Source: an optimization exercise on an open RTL-to-GDS flow (aim: small area, a short achievable clock period and few clock cycles per item). Production flows keep margins and buffers that such runs may drop. At most, simulation tests tie the RTL to the original design; equivalence was not proved.

Setup of build 82:
// julia_render
module julia_render #(
    parameter int H_PIXELS = 64,
    parameter int V_PIXELS = 48,
    parameter int MAX_ITER = 255,
    parameter int FRAC     = 14
) (
    input  logic               clock,
    input  logic               reset,
    input  logic               valid,
    input  logic signed [17:0] c_real,
    input  logic signed [17:0] c_comp,
    input  logic signed [17:0] x,
    input  logic signed [17:0] y,
    input  logic signed [17:0] scale,
    output logic [18:0]        wr_addr,
    output logic [7:0]         wr_data,
    output logic               wr_en,
    input  logic               wr_ready,
    output logic               busy,
    output logic               done
);
Size in the first run: about 430 flip-flops, ~120 I/O pins, ~32000 sq um of cells after synthesis.
==> flow/config.mk <==
export PLATFORM = sky130hd
export DESIGN_NAME = julia_render
export DESIGN_NICKNAME = julia_render
export VERILOG_FILES = /design/flow/design.v
export SDC_FILE = /design/flow/constraint.sdc
export NUM_CORES = 4
export LEC_CHECK = 0
export CAP_MARGIN = 20
export CORE_MARGIN = 2
export CORE_UTILIZATION = 60
export CTS_BUF_LIST = sky130_fd_sc_hd__clkbuf_4 sky130_fd_sc_hd__clkbuf_8
export SLEW_MARGIN = 20
==> flow/constraint.sdc <==
create_clock -name core_clock -period 12.0 [get_ports {clock}]
set_input_delay 2.4000 -clock core_clock [delete_from_list [all_inputs] [get_ports {clock}]]
set_output_delay 2.4000 -clock core_clock [all_outputs]
set_load 0.01 [all_outputs]
standard.sh (not shown) runs the stock make flow with config.mk's settings and CLKGATE_MAP_FILE= SYNTH_SCRIPT=/design/flow/synth_recipe.tcl, a recipe that flattens the netlist after the stock synthesis.
==> flow/flow/run.sh <==
#!/bin/bash
set -euo pipefail
bash standard.sh SETUP_SLACK_MARGIN=8 "BUFFER_PORTS_ARGS=-buffer_cell sky130_fd_sc_hd__buf_1" finish > standard_make.log 2>&1
Testbench counts of build 82, summed over its fixed seeds: cycles 1,323,491, pixels 98,304.
Setup changes, build 82 to build 80
# build 82
export LEC_CHECK = 0
export CAP_MARGIN = 20
export CORE_MARGIN = 2
export CORE_UTILIZATION = 60
export CTS_BUF_LIST = sky130_fd_sc_hd__clkbuf_4 sky130_fd_sc_hd__clkbuf_8
export SLEW_MARGIN = 20
create_clock -name core_clock -period 12.0 [get_ports {clock}]
# build 80
export LEC_CHECK = 0
export CAP_MARGIN = 20
export CORE_MARGIN = 2
export CORE_UTILIZATION = 70
export SLEW_MARGIN = 20
create_clock -name core_clock -period 12.0 [get_ports {clock}]
- Both conditions hold for build 80: the flow ran to the end and the final layout passed the timing, design-rule and antenna checks.
- Looking at the reports, build 82 completed the entire flow and the layout it produced met the timing, design-rule and antenna checks.
- Die area improves in build 80 relative to build 82.
- Multi-input gate share of the layout cell area, build 82 and build 80: smaller value in build 82
- Sequential share of layout area in build 80 vs build 82: up 0.24 points
- Compared with build 82, routed wirelength normalized by instance count in build 80 increased slightly.
- Relative to build 82, number of nets in the finished design decreased by 38 in build 80.
### build 80 -> build 46
# build 80
export LEC_CHECK = 0
export CAP_MARGIN = 20
export CORE_MARGIN = 2
export CORE_UTILIZATION = 70
export SLEW_MARGIN = 20
create_clock -name core_clock -period 12.0 [get_ports {clock}]
# build 46
export LEC_CHECK = 0
export CAP_MARGIN = 20
export CORE_MARGIN = 2
export CORE_UTILIZATION = 60
export PLACE_DENSITY = 0.75
export SLEW_MARGIN = 20
create_clock -name core_clock -period 12.0 [get_ports {clock}]
## What came out
Measured against each other, build 46 and build 80 differ in layout net count, the higher figure coming from build 46.
Build 80 and build 46 ended up with roughly the same post-route fraction of the period consumed by the critical path.
Build 46 against build 80: amount of wire on met3 after detailed routing shows an increase of about 1.3%; hold slack shows a reduction of 0.013 ns; total via count after detailed routing shows a reduction of 0.39%.
Against build 80 as the reference, build 46 delivers a higher routed wire length.
On cell depth of the worst setup path: build 46 sits above build 80.
Build 46: full flow OK, the timing, design-rule and antenna checks passed
In the metrics for build 46 and build 80, the one carrying the lower length of routed wiring on met1 is build 46.
For build 46, the worst-path cell with the longest stage delay was sky130_fd_sc_hd__fa_1, unlike build 80, where it was sky130_fd_sc_hd__fa_2.
Inputs modified between build 46 and build 14:
# build 46
export LEC_CHECK = 0
export CAP_MARGIN = 20
export CORE_MARGIN = 2
export CORE_UTILIZATION = 60
export PLACE_DENSITY = 0.75
export SLEW_MARGIN = 20
create_clock -name core_clock -period 12.0 [get_ports {clock}]
# build 14
export LEC_CHECK = 0
export CAP_MARGIN = 20
export CORE_MARGIN = 2
export CORE_UTILIZATION = 60
export SLEW_MARGIN = 20
create_clock -name core_clock -period 12.0 [get_ports {clock}]
==> flow/flow/run.sh <==
#!/bin/bash
set -euo pipefail
bash standard.sh SETUP_SLACK_MARGIN=8 finish > standard_make.log 2>&1
==> comparison <==
The routed length on met3 in build 14 is 0.78 times that in build 46.
Looking at total CTS buffers, build 14 sits 1 lower than build 46 does.
Looking only at sequential share of layout area, and setting everything else aside, the lower value of build 14 and build 46 goes to build 14.
Via density per instance, build 14 vs build 46: down by a few percent
Actual transition at the worst max-transition pin in build 14 is 0.020 ns below build 46.
Build 14 vs build 46 — routed metal-1 wirelength rose about 11%.
Final-layout clock-cell area share down 0.50 points in build 14 wrt build 46
Buffering stage count on the worst path with inverters included ends up lower on build 14.
Input-level comparison between build 62 and build 14:
# build 14
export LEC_CHECK = 0
export CAP_MARGIN = 20
export CORE_MARGIN = 2
export CORE_UTILIZATION = 60
export SLEW_MARGIN = 20
create_clock -name core_clock -period 12.0 [get_ports {clock}]
# build 62
export LEC_CHECK = 0
export CAP_MARGIN = 20
export CORE_MARGIN = 2
export CORE_UTILIZATION = 40
export SLEW_MARGIN = 20
create_clock -name core_clock -period 12.0 [get_ports {clock}]
Findings:
Diff build 14 -> build 62: depth of the worst register-to-register path went up 1, met2 layer usage reported by global route shrank by 17 points, worst setup slack grew by 0.036 ns.
Summary of build 62 over build 14: fraction of standard cell area that is sequential dropped 0.41 points, global-route usage dropped 10 points, number of clock buffers in the layout climbed about 9%, routed wire length dropped 1000 um, hold slack barely changed.
A destination of the critical timing path of gi_q[4] is what build 14 shows, while wr_addr[1] belongs to build 62.
For build 90, these inputs were changed with respect to build 62:
# build 62
export LEC_CHECK = 0
export CAP_MARGIN = 20
export CORE_MARGIN = 2
export CORE_UTILIZATION = 40
export SLEW_MARGIN = 20
create_clock -name core_clock -period 12.0 [get_ports {clock}]
# build 90
export LEC_CHECK = 0
export CAP_MARGIN = 20
export CORE_MARGIN = 2
export CORE_UTILIZATION = 60
export CTS_BUF_LIST = sky130_fd_sc_hd__clkbuf_4 sky130_fd_sc_hd__clkbuf_8
export CTS_CLUSTER_SIZE = 30
export SLEW_MARGIN = 20
create_clock -name core_clock -period 12.0 [get_ports {clock}]
==> flow/flow/run.sh <==
#!/bin/bash
set -euo pipefail
bash standard.sh SETUP_SLACK_MARGIN=8 "BUFFER_PORTS_ARGS=-buffer_cell sky130_fd_sc_hd__buf_1" finish > standard_make.log 2>&1
Results
Going from build 62 to build 90, register area stayed essentially flat, global-route wire length before repair rose by about 2.6%, period utilization rose by 0.33 points, share of the synthesized netlist area taken by xor and xnor gates stayed essentially flat. Build 90 gives less synthesis-to-finish area growth than build 62 did. Compared build 90 against build 62; number of gates resized after CTS within noise. Build 90 vs build 62, highest metal layer with signal wires: met5 vs met4.

========
Starting RTL as in the previous note.
==> flow/config.mk <==
export PLATFORM = sky130hd
export DESIGN_NAME = julia_render
export DESIGN_NICKNAME = julia_render
export VERILOG_FILES = /design/flow/design.v
export SDC_FILE = /design/flow/constraint.sdc
export NUM_CORES = 4
export LEC_CHECK = 0
export CAP_MARGIN = 20
export CORE_MARGIN = 2
export CORE_UTILIZATION = 60
export SLEW_MARGIN = 20
==> flow/constraint.sdc <==
create_clock -name core_clock -period 12.0 [get_ports {clock}]
set_input_delay 2.4000 -clock core_clock [delete_from_list [all_inputs] [get_ports {clock}]]
set_output_delay 2.4000 -clock core_clock [all_outputs]
set_load 0.01 [all_outputs]
==> flow/flow/run.sh <==
#!/bin/bash
set -euo pipefail
bash standard.sh SETUP_SLACK_MARGIN=8 "BUFFER_PORTS_ARGS=-buffer_cell sky130_fd_sc_hd__buf_1" finish > standard_make.log 2>&1
The first run finished clean.
Testbench counts at the start, summed over its fixed seeds: cycles 1,323,491, pixels 98,304.
Next try:
==> flow/flow/run.sh (replaced) <==
#!/bin/bash
set -euo pipefail
bash standard.sh SETUP_SLACK_MARGIN=8.15 "BUFFER_PORTS_ARGS=-buffer_cell sky130_fd_sc_hd__buf_1" finish > standard_make.log 2>&1
Result: The new run ran to the end with no violations; fmax rose by 1.0%; clock skew rose by 11 ps; via count rose by about 2.7%; sequential share of layout area fell by 0.65 points; hold slack loses 10 ps; wire length rose by 4.3%; die area is unchanged; core utilization rose by 1.8 points.

========
julia_render, a different RTL version from the one above (not shown whole).
Size: ~3100 cells after synthesis, ~390 flip-flops, about 120 I/O pins, about 0.032 sq mm of cells after synthesis.
export LEC_CHECK = 0
export CAP_MARGIN = 20
export CORE_MARGIN = 2
export CORE_UTILIZATION = 40
export SLEW_MARGIN = 20
create_clock -name core_clock -period 12.0 [get_ports {clock}]
==> flow/flow/run.sh <==
#!/bin/bash
set -euo pipefail
bash standard.sh SETUP_SLACK_MARGIN=8.5 finish > standard_make.log 2>&1
The baseline produced a clean layout.
Rerun with:
==> flow/flow/run.sh (replaced) <==
#!/bin/bash
set -euo pipefail
bash standard.sh SETUP_SLACK_MARGIN=8 finish > standard_make.log 2>&1
After rerunning: The changed run produced a clean layout; cell count is lower by about 0.43%; utilization goes down by 0.67 points; wire length goes down by about 2%; count of clock-buffer cells in the layout falls by 12; setup slack improves by 0.029 ns; cell area shrinks by about 1.3%; first-iteration DRC count came out lower by about 5%.
No functional check of the RTL was part of any run of this note.

==> separate check: timing with driven ports <==
How much do the figures lean on ideal ports? The routed layouts below were timed once more, with nothing changed but the port constraints.
Step 1: set_driving_cell puts a clkbuf_16 on clock and a buf_2 on each other input, an assumption about the parent block.
Step 2 times the ports against the registers' clock, not the clock port: input delays grow and output delays shrink by t, the midpoint of the rising clock arrivals with the driver on.
Three values: ideal, step 1, step 2; two values: the first two.
run	t, ns	slack for setup (ns)	hold WS [ns]	worst setup path after step 2	worst register clock-pin slew, ns
build 82	0.713	8.036 / 8.036 / 7.421	0.320 / 0.320 / 0.320	input to register	0.07 / 0.07
build 80	0.655	8.043 / 8.043 / 7.532	0.326 / 0.326 / 0.326	input to register	0.07 / 0.07
build 46	0.672	8.052 / 8.052 / 7.444	0.312 / 0.312 / 0.312	input to register	0.07 / 0.07
build 14	0.673	8.039 / 8.006 / 7.406	0.325 / 0.325 / 0.325	input to register	0.07 / 0.07
build 62	0.664	8.075 / 8.015 / 7.436	0.322 / 0.322 / 0.322	input to register	0.07 / 0.07
build 90	0.713	8.036 / 8.036 / 7.421	0.320 / 0.320 / 0.320	input to register	0.07 / 0.07
the first run of note 2	0.671	8.069 / 8.077 / 7.438	0.313 / 0.313 / 0.313	input to register	0.06 / 0.06
the second run of note 2	0.668	8.110 / 8.110 / 7.542	0.303 / 0.303 / 0.303	input to register	0.07 / 0.07
the first run of note 3	0.663	7.544 / 7.544 / 7.544	0.316 / 0.316 / 0.316	register to register	0.06 / 0.06
the second run of note 3	0.663	7.573 / 7.573 / 7.471	0.310 / 0.310 / 0.310	input to register	0.07 / 0.07
After both steps setup and hold are still met in every run listed. The setup slack of build 62, which loses most, moves by -0.060 ns with the drivers and by -0.639 ns with both steps.
